Context: an optimization exercise on an open-source flow, tuned for small area. The choices shown serve that exercise and are no tape-out recipe.
RTL that was checked went through simulation tests only; none was proved equivalent to the original.
Power and IR drop assume default switching activity.

==> maple <==
==> flow/design.v <==
package write_back_buffer_pkg;
    localparam int WBB_ADDR_BITS      = 32;
    localparam int WBB_LINE_SIZE_DEF  = 16;
    localparam int WBB_DEPTH_DEF      = 4;
    typedef enum logic {
        IDLE    = 1'b0,
        RD_WAIT = 1'b1
    } wbb_state_e;
    function automatic integer wbb_offset_bits(input integer line_size);
        wbb_offset_bits = $clog2(line_size);
    endfunction
endpackage
module wbb_match #(
    parameter int  DEPTH   = 4,
    parameter int  LA_BITS = 28
) (
    input  logic [DEPTH-1:0]              ent_vld,
    input  logic [DEPTH-1:0][LA_BITS-1:0] ent_addr,
    input  logic [LA_BITS-1:0]            key,
    output logic [DEPTH-1:0]              match
);
    always_comb begin
        for (int i = 0; i < DEPTH; i++) begin
            match[i] = ent_vld[i] && (ent_addr[i] == key);
        end
    end
endmodule
module write_back_buffer
#(
    parameter int  LINE_SIZE   = write_back_buffer_pkg::WBB_LINE_SIZE_DEF,
    parameter int  DEPTH       = write_back_buffer_pkg::WBB_DEPTH_DEF,
    localparam int OFFSET_BITS = write_back_buffer_pkg::wbb_offset_bits(LINE_SIZE),
    localparam int LA_BITS     = write_back_buffer_pkg::WBB_ADDR_BITS - OFFSET_BITS,
    localparam int DW          = LINE_SIZE * 8
) (
    input  logic               clk,
    input  logic               reset,
    input  logic               wb_valid,
    input  logic [LA_BITS-1:0] wb_line_addr,
    input  logic [DW-1:0]      wb_data,
    output logic               wb_ready,
    input  logic               rd_valid_in,
    input  logic [LA_BITS-1:0] rd_line_addr,
    output logic               rd_ready,
    output logic               rd_valid,
    output logic [DW-1:0]      rd_data,
    output logic               rd_fwd,
    output logic               mem_is_input_valid,
    output logic               mem_read,
    output logic               mem_write,
    output logic [LA_BITS-1:0] mem_addr,
    output logic [DW-1:0]      mem_din,
    input  logic               mem_ready,
    input  logic               mem_is_output_valid,
    input  logic [DW-1:0]      mem_dout
);
    localparam int PTR_W = $clog2(DEPTH);
    logic [DEPTH-1:0]              vld_q;
    logic [DEPTH-1:0][LA_BITS-1:0] addr_q;
    logic [DEPTH-1:0][DW-1:0]      data_q;
    logic [DEPTH-1:0]              head_q;      
    logic [PTR_W-1:0]              tail_q;
    logic                          wait_q;      
    logic                          pend_q;
    logic [LA_BITS-1:0]            pend_addr_q;
    logic [DEPTH-1:0]              fwd_q;       
    logic [DEPTH-1:0] wm, rm, head_oh, dwe, dhold, tail_oh, vld_d, fwd_d;
    logic full, nonempty, wb_hit, rd_hit_buf, same, wb_acc, rd_acc, rd_hit, read_req;
    logic go, issue_drain, issue_read, alloc, drain_hit_head;
    wbb_match #(.DEPTH(DEPTH), .LA_BITS(LA_BITS)) u_wb_match (
        .ent_vld  (vld_q),
        .ent_addr (addr_q),
        .key      (wb_line_addr),
        .match    (wm)
    );
    wbb_match #(.DEPTH(DEPTH), .LA_BITS(LA_BITS)) u_rd_match (
        .ent_vld  (vld_q),
        .ent_addr (addr_q),
        .key      (rd_line_addr),
        .match    (rm)
    );
    always_comb begin
        for (int i = 0; i < DEPTH; i++) begin
            tail_oh[i] = (tail_q == PTR_W'(i));
        end
        head_oh     = head_q;
        full        = &vld_q;
        nonempty    = |vld_q;
        wb_hit      = |wm;
        rd_hit_buf  = |rm;
        same        = (wb_line_addr == rd_line_addr);
        wb_ready    = !full || wb_hit;
        wb_acc      = wb_valid && wb_ready;
        rd_ready    = !wait_q && !pend_q;
        rd_acc      = rd_valid_in && rd_ready;
        rd_hit      = rd_hit_buf || (wb_acc && same);
        read_req    = (rd_acc && !rd_hit) || pend_q;
        go          = !wait_q && mem_ready;
        issue_drain = go && nonempty && (!read_req || full);
        issue_read  = go && read_req && !full;
        drain_hit_head = issue_drain && |(wm & head_oh);
        alloc       = wb_valid && ((!wb_hit && !full) || drain_hit_head);
        vld_d       = (vld_q & ~({DEPTH{issue_drain}} & head_oh)) | ({DEPTH{alloc}} & tail_oh);
        dwe         = ~vld_q | (wm & {DEPTH{wb_valid}});
        dhold       = vld_q & ~(wm & {DEPTH{wb_valid}});
        fwd_d       = rd_acc ? (rd_hit_buf ? rm : ((wb_acc && same) ? tail_oh : '0)) : '0;
    end
    always_ff @(posedge clk) begin
        if (reset) begin
            vld_q  <= '0;
            head_q <= DEPTH'(1);
            tail_q <= '0;
            wait_q <= 1'b0;
            pend_q <= 1'b0;
            fwd_q  <= '0;
        end else begin
            vld_q  <= vld_d;
            if (issue_drain) head_q <= {head_q[DEPTH-2:0], head_q[DEPTH-1]};
            tail_q <= tail_q + PTR_W'(alloc);
            wait_q <= wait_q ? !mem_is_output_valid : issue_read;
            pend_q <= read_req && !issue_read;
            fwd_q  <= fwd_d;
        end
    end
    always_ff @(posedge clk) begin
        for (int i = 0; i < DEPTH; i++) begin
            if (!vld_q[i]) addr_q[i] <= wb_line_addr;
            data_q[i] <= ({DW{dwe[i]}} & wb_data) | ({DW{dhold[i]}} & data_q[i]);
        end
        if (!pend_q) pend_addr_q <= rd_line_addr;
    end
    always_comb begin
        rd_data = wait_q ? mem_dout : '0;
        mem_din = '0;
        mem_addr = (pend_q && !full) ? pend_addr_q : ((!pend_q && read_req && !full) ? rd_line_addr : '0);
        for (int i = 0; i < DEPTH; i++) begin
            rd_data = rd_data | ({DW{fwd_q[i]}} & data_q[i]);
            mem_din = mem_din | ({DW{head_oh[i]}} & data_q[i]);
            mem_addr = mem_addr | ({LA_BITS{head_oh[i] && !(read_req && !full)}} & addr_q[i]);
        end
    end
    assign rd_fwd             = |fwd_q;
    assign rd_valid           = rd_fwd || (wait_q && mem_is_output_valid);
    assign mem_is_input_valid = issue_read || issue_drain;
    assign mem_read           = issue_read;
    assign mem_write          = issue_drain;
endmodule
==> flow/flow/run.sh <==
#!/bin/bash
# Standard ORFS layout (the standard.sh), with the port buffers that global placement
# inserts made as the smallest plain buffer instead of the tool's default pick.
set -euo pipefail
export BUFFER_PORTS_ARGS="-buffer_cell sky130_fd_sc_hd__buf_1"
bash standard.sh > standard_flow.log 2>&1
==> flow/standard.sh <==
#!/bin/bash
# synth_recipe.tcl (not shown) runs the flow's synth.tcl, then flattens the netlist and writes it again
# the make line also repeats each setting of config.mk as NAME=value (left out here)
make -C /OpenROAD-flow-scripts/flow DESIGN_CONFIG=/design/flow/config.mk WORK_HOME=/design/flow/orfs CLKGATE_MAP_FILE= SYNTH_SCRIPT=/design/flow/synth_recipe.tcl "${@:-finish}"
==> flow/config.mk <==
export PLATFORM = sky130hd
export DESIGN_NAME = write_back_buffer
export DESIGN_NICKNAME = write_back_buffer
export VERILOG_FILES = /design/flow/design.v
export SDC_FILE = /design/flow/constraint.sdc
export NUM_CORES = 4
export LEC_CHECK = 0
export CAP_MARGIN = 20
export CORE_MARGIN = 2
export CORE_UTILIZATION = 40
export CTS_BUF_LIST = sky130_fd_sc_hd__clkbuf_8
export CTS_CLUSTER_DIAMETER = 60
export CTS_CLUSTER_SIZE = 18
export SLEW_MARGIN = 20
==> flow/constraint.sdc <==
create_clock -name core_clock -period 6.0 [get_ports {clk}]
set_input_delay 1.2000 -clock core_clock [delete_from_list [all_inputs] [get_ports {clk}]]
set_output_delay 1.2000 -clock core_clock [all_outputs]
set_load 0.01 [all_outputs]
==> inputs of onyx, as changes to maple <==
--- a/flow/design.v
+++ b/flow/design.v
@@ -67,3 +67,3 @@
     logic [DEPTH-1:0] wm, rm, head_oh, dwe, dhold, tail_oh, vld_d, fwd_d;
-    logic full, nonempty, wb_hit, rd_hit_buf, same, wb_acc, rd_acc, rd_hit, read_req;
+    logic full, nonempty, new_same, wb_hit, rd_hit_buf, same, wb_acc, rd_acc, rd_hit, read_req;
     logic go, issue_drain, issue_read, alloc, drain_hit_head;
@@ -95,3 +95,4 @@
         rd_acc      = rd_valid_in && rd_ready;
-        rd_hit      = rd_hit_buf || (wb_acc && same);
+        new_same    = wb_valid && !full && same;
+        rd_hit      = rd_hit_buf || new_same;
         read_req    = (rd_acc && !rd_hit) || pend_q;
@@ -105,3 +106,3 @@
         dhold       = vld_q & ~(wm & {DEPTH{wb_valid}});
-        fwd_d       = rd_acc ? (rd_hit_buf ? rm : ((wb_acc && same) ? tail_oh : '0)) : '0;
+        fwd_d       = rd_acc ? (rd_hit_buf ? rm : (new_same ? tail_oh : '0)) : '0;
     end
- CORE_UTILIZATION: 40 -> 55
- CTS_BUF_LIST: sky130_fd_sc_hd__clkbuf_8 -> sky130_fd_sc_hd__clkbuf_16
- CTS_CLUSTER_DIAMETER: 60 -> 80
- CTS_CLUSTER_SIZE: 18 -> 30
==> metrics.md <==
| Metric | Value |
|---|---|
| Sequential cell area fraction in the yosys report | 66.2% |
| Worst Path Max Fanout | 19 |
| Status | timing/DRC/antenna clean |
| Max VDD drop | 0.270 mV |
| Fmax | 186 MHz |
| Metal-1 WL | 38900 um |
| Comb pwr share | 14.8% |
| Reg-to-reg slack, setup | 2.21 ns |
| Multi-input gate area | 0.00922 sq mm |
| Skew final | 0.0279 ns |
| Tapcells | 696 |
| Clock Latency Late Sink | 0.59 ns |
That was onyx.
==> metrics.md <==
| Metric | Value |
|---|---|
| Clock Latency Late Sink | 0.74 ns |
| Multi-input gate area | 0.00927 sq mm |
| Sequential cell area fraction in the yosys report | 66.2% |
| Comb pwr share | 15.1% |
| Fmax | 187 MHz |
| Max VDD drop | 0.259 mV |
| Skew final | 0.0803 ns |
| Metal-1 WL | 43100 um |
| Inverters, non-clock | 21 |
| Status | timing/DRC/antenna clean |
| Reg-to-reg slack, setup | 2.55 ns |
| Tapcells | 969 |
That was maple.
Only the layout flow was run in onyx; the RTL was not checked for function there.


==> run a <==
// write_back_buffer: RTL as listed in full above, without the edits since
Settings: LEC_CHECK=0, CAP_MARGIN=20, CORE_MARGIN=2, CORE_UTILIZATION=55, CTS_BUF_LIST=sky130_fd_sc_hd__clkbuf_8, CTS_CLUSTER_DIAMETER=50, CTS_CLUSTER_SIZE=16, SLEW_MARGIN=20; clock period 6.0 ns.
standard.sh (not shown) runs the stock make flow with config.mk's settings and CLKGATE_MAP_FILE= SYNTH_SCRIPT=/design/flow/synth_recipe.tcl, a recipe that flattens the netlist after the stock synthesis.
==> flow/flow/run.sh <==
#!/bin/bash
# Standard ORFS layout (the standard.sh), with the port buffers that global placement
# inserts made as the smallest plain buffer instead of the tool's default pick.
set -euo pipefail
export BUFFER_PORTS_ARGS="-buffer_cell sky130_fd_sc_hd__buf_1"
bash standard.sh > standard_flow.log 2>&1
==> run b: changes against run a <==
--- a/flow/design.v
+++ b/flow/design.v
@@ -25,2 +25,15 @@
         end
+    end
+endmodule
+module wbb_line #(
+    parameter int W = 156
+) (
+    input  logic         clk,
+    input  logic         we,
+    input  logic         hold,
+    input  logic [W-1:0] d,
+    output logic [W-1:0] q
+);
+    always_ff @(posedge clk) begin
+        q <= (d & {W{we}}) | (q & {W{hold}});
     end
@@ -67,3 +80,3 @@
     logic [DEPTH-1:0] wm, rm, head_oh, dwe, dhold, tail_oh, vld_d, fwd_d;
-    logic full, nonempty, wb_hit, rd_hit_buf, same, wb_acc, rd_acc, rd_hit, read_req;
+    logic full, nonempty, new_same, wb_hit, rd_hit_buf, same, wb_acc, rd_acc, rd_hit, read_req;
     logic go, issue_drain, issue_read, alloc, drain_hit_head;
@@ -95,3 +108,4 @@
         rd_acc      = rd_valid_in && rd_ready;
-        rd_hit      = rd_hit_buf || (wb_acc && same);
+        new_same    = wb_valid && !full && same;
+        rd_hit      = rd_hit_buf || new_same;
         read_req    = (rd_acc && !rd_hit) || pend_q;
@@ -105,3 +119,3 @@
         dhold       = vld_q & ~(wm & {DEPTH{wb_valid}});
-        fwd_d       = rd_acc ? (rd_hit_buf ? rm : ((wb_acc && same) ? tail_oh : '0)) : '0;
+        fwd_d       = rd_acc ? (rd_hit_buf ? rm : (new_same ? tail_oh : '0)) : '0;
     end
@@ -124,9 +138,18 @@
     end
-    always_ff @(posedge clk) begin
-        for (int i = 0; i < DEPTH; i++) begin
-            if (!vld_q[i]) addr_q[i] <= wb_line_addr;
-            data_q[i] <= ({DW{dwe[i]}} & wb_data) | ({DW{dhold[i]}} & data_q[i]);
-        end
-        if (!pend_q) pend_addr_q <= rd_line_addr;
+    for (genvar g = 0; g < DEPTH; g++) begin : g_line
+        wbb_line #(.W(LA_BITS + DW)) u_line (
+            .clk  (clk),
+            .we   (dwe[g]),
+            .hold (dhold[g]),
+            .d    ({wb_line_addr, wb_data}),
+            .q    ({addr_q[g], data_q[g]})
+        );
     end
+    wbb_line #(.W(LA_BITS)) u_pend_addr (
+        .clk  (clk),
+        .we   (!pend_q),
+        .hold (pend_q),
+        .d    (rd_line_addr),
+        .q    (pend_addr_q)
+    );
     always_comb begin
- CTS_BUF_LIST: sky130_fd_sc_hd__clkbuf_8 -> sky130_fd_sc_hd__clkbuf_16
- CTS_CLUSTER_DIAMETER: 50 -> 80
- CTS_CLUSTER_SIZE: 16 -> 30
- SYNTH_HIERARCHICAL: default -> 1
==> run c: changes against run a <==
- CTS_CLUSTER_DIAMETER: 50 -> 45
- CTS_CLUSTER_SIZE: 16 -> 20
==> comparison <==
Run a produced a clean layout. Run b went through all stages and came out clean. Run c ran to the end with no violations.
Clock-buffer cell count, highest first: run c, run a, run b.
Clock power: run a is larger than run b (about 7%).
Between run c and run b, the lower worst setup slack is in run b (gap 170 ps).
In synthesized cell count, run a and run c do not differ.
Sequential power is about the same in run a and run c.
In critical path depth, run c and run a do not differ.
Of run a and run c, run c has the higher wire length (gap 0.44%, measured against run c).
Of run a and run c, run a has the higher sequential share of layout area (gap 0.81 points).
Total power, highest first: run c, run b, run a.
In run a the maximum frequency is larger than in run b, by about 3%.
Between run b and run a, the lower worst hold slack is in run b (gap 110 ps).
==> figures <==
	run a	run b	run c
Outcome	complete, no violations	complete, no violations	complete, no violations
Plain + repair buffers	643	684	644
Minimum period implied by the final worst setup slack	5440 ps	5610 ps	5440 ps
Register fraction of the total cell area	58.3%	40.0%	57.5%
End point of the critical path	mem_addr[21]	mem_addr[17]	mem_addr[11]
Routed length on met1	38.1 mm	48.3 mm	38.3 mm
Slowest library cell on the worst path	buf_1	nor4_2	buf_1
Cells after DPL	3323	4045	3323
Average via count per standard cell	6.68	7.27	6.65
Seq power	5.89 mW	5.46 mW	5.89 mW
Share of the synthesized area in the top cell type	65.1%	44.3%	65.1%
Leading cell kind	registers	multi-input combinational cells	registers
Number of buffers added by the clock tree synthesis step	61	30	80
Synth Area in Adders	0.0416%	0.0414%	0.0416%
Wire length of the first global-routing pass	150 mm	184 mm	150 mm
WL met2	50.0 mm	56.3 mm	50.1 mm
Weighted congestion reported at the end of routability-driven placement	0.994	0.982	0.994
Hold wc startpoint	tail_q[1]$_SDFF_PP0_	u_pend_addr.q[20]$_DFF_P_	tail_q[1]$_SDFF_PP0_
Final Core Density	63.4%	62.1%	64.3%
Horizontal die dimension	238 um	238 um	238 um
Floorplan Core Area	53900 um2	54000 um2	53900 um2
Final area over synthesized area	1.137x	1.110x	1.153x
Area share of and/or/nand/nor cells after synthesis	5.89%	6.62%	5.89%

afterwards: timing with drivers on the ports:
No port has a modelled driver above. Below, the same layouts with a new extraction and two added sets of constraints.
Step 1, drivers: a clkbuf_16 drives clk and a buf_2 each remaining input, both assumed.
Step 2 adds t to the input delays and takes it off the output delays; t is the mean of the earliest and latest rising clock arrival at the registers after step 1. Input paths then give back, and output paths get back, about the clock's delay inside the block.
Three values: no drivers, after step 1, after step 2; two values: the first two.
| run | t (ns) | setup slack, ns | hold slack, ns |
|---|---|---|---|
| maple | 0.764 | 0.653 / 0.597 / 0.597 | 0.601 / 0.601 / 0.601 |
| onyx | 0.641 | 0.630 / 0.580 / 0.580 | 0.625 / 0.625 / 0.625 |
| run a | 0.780 | 0.557 / 0.497 / 0.497 | 0.597 / 0.597 / 0.597 |
| run b | 0.712 | 0.387 / 0.362 / 0.362 | 0.483 / 0.483 / 0.483 |
| run c | 0.742 | 0.561 / 0.501 / 0.501 | 0.593 / 0.593 / 0.593 |
After both steps every run listed still meets setup and hold.
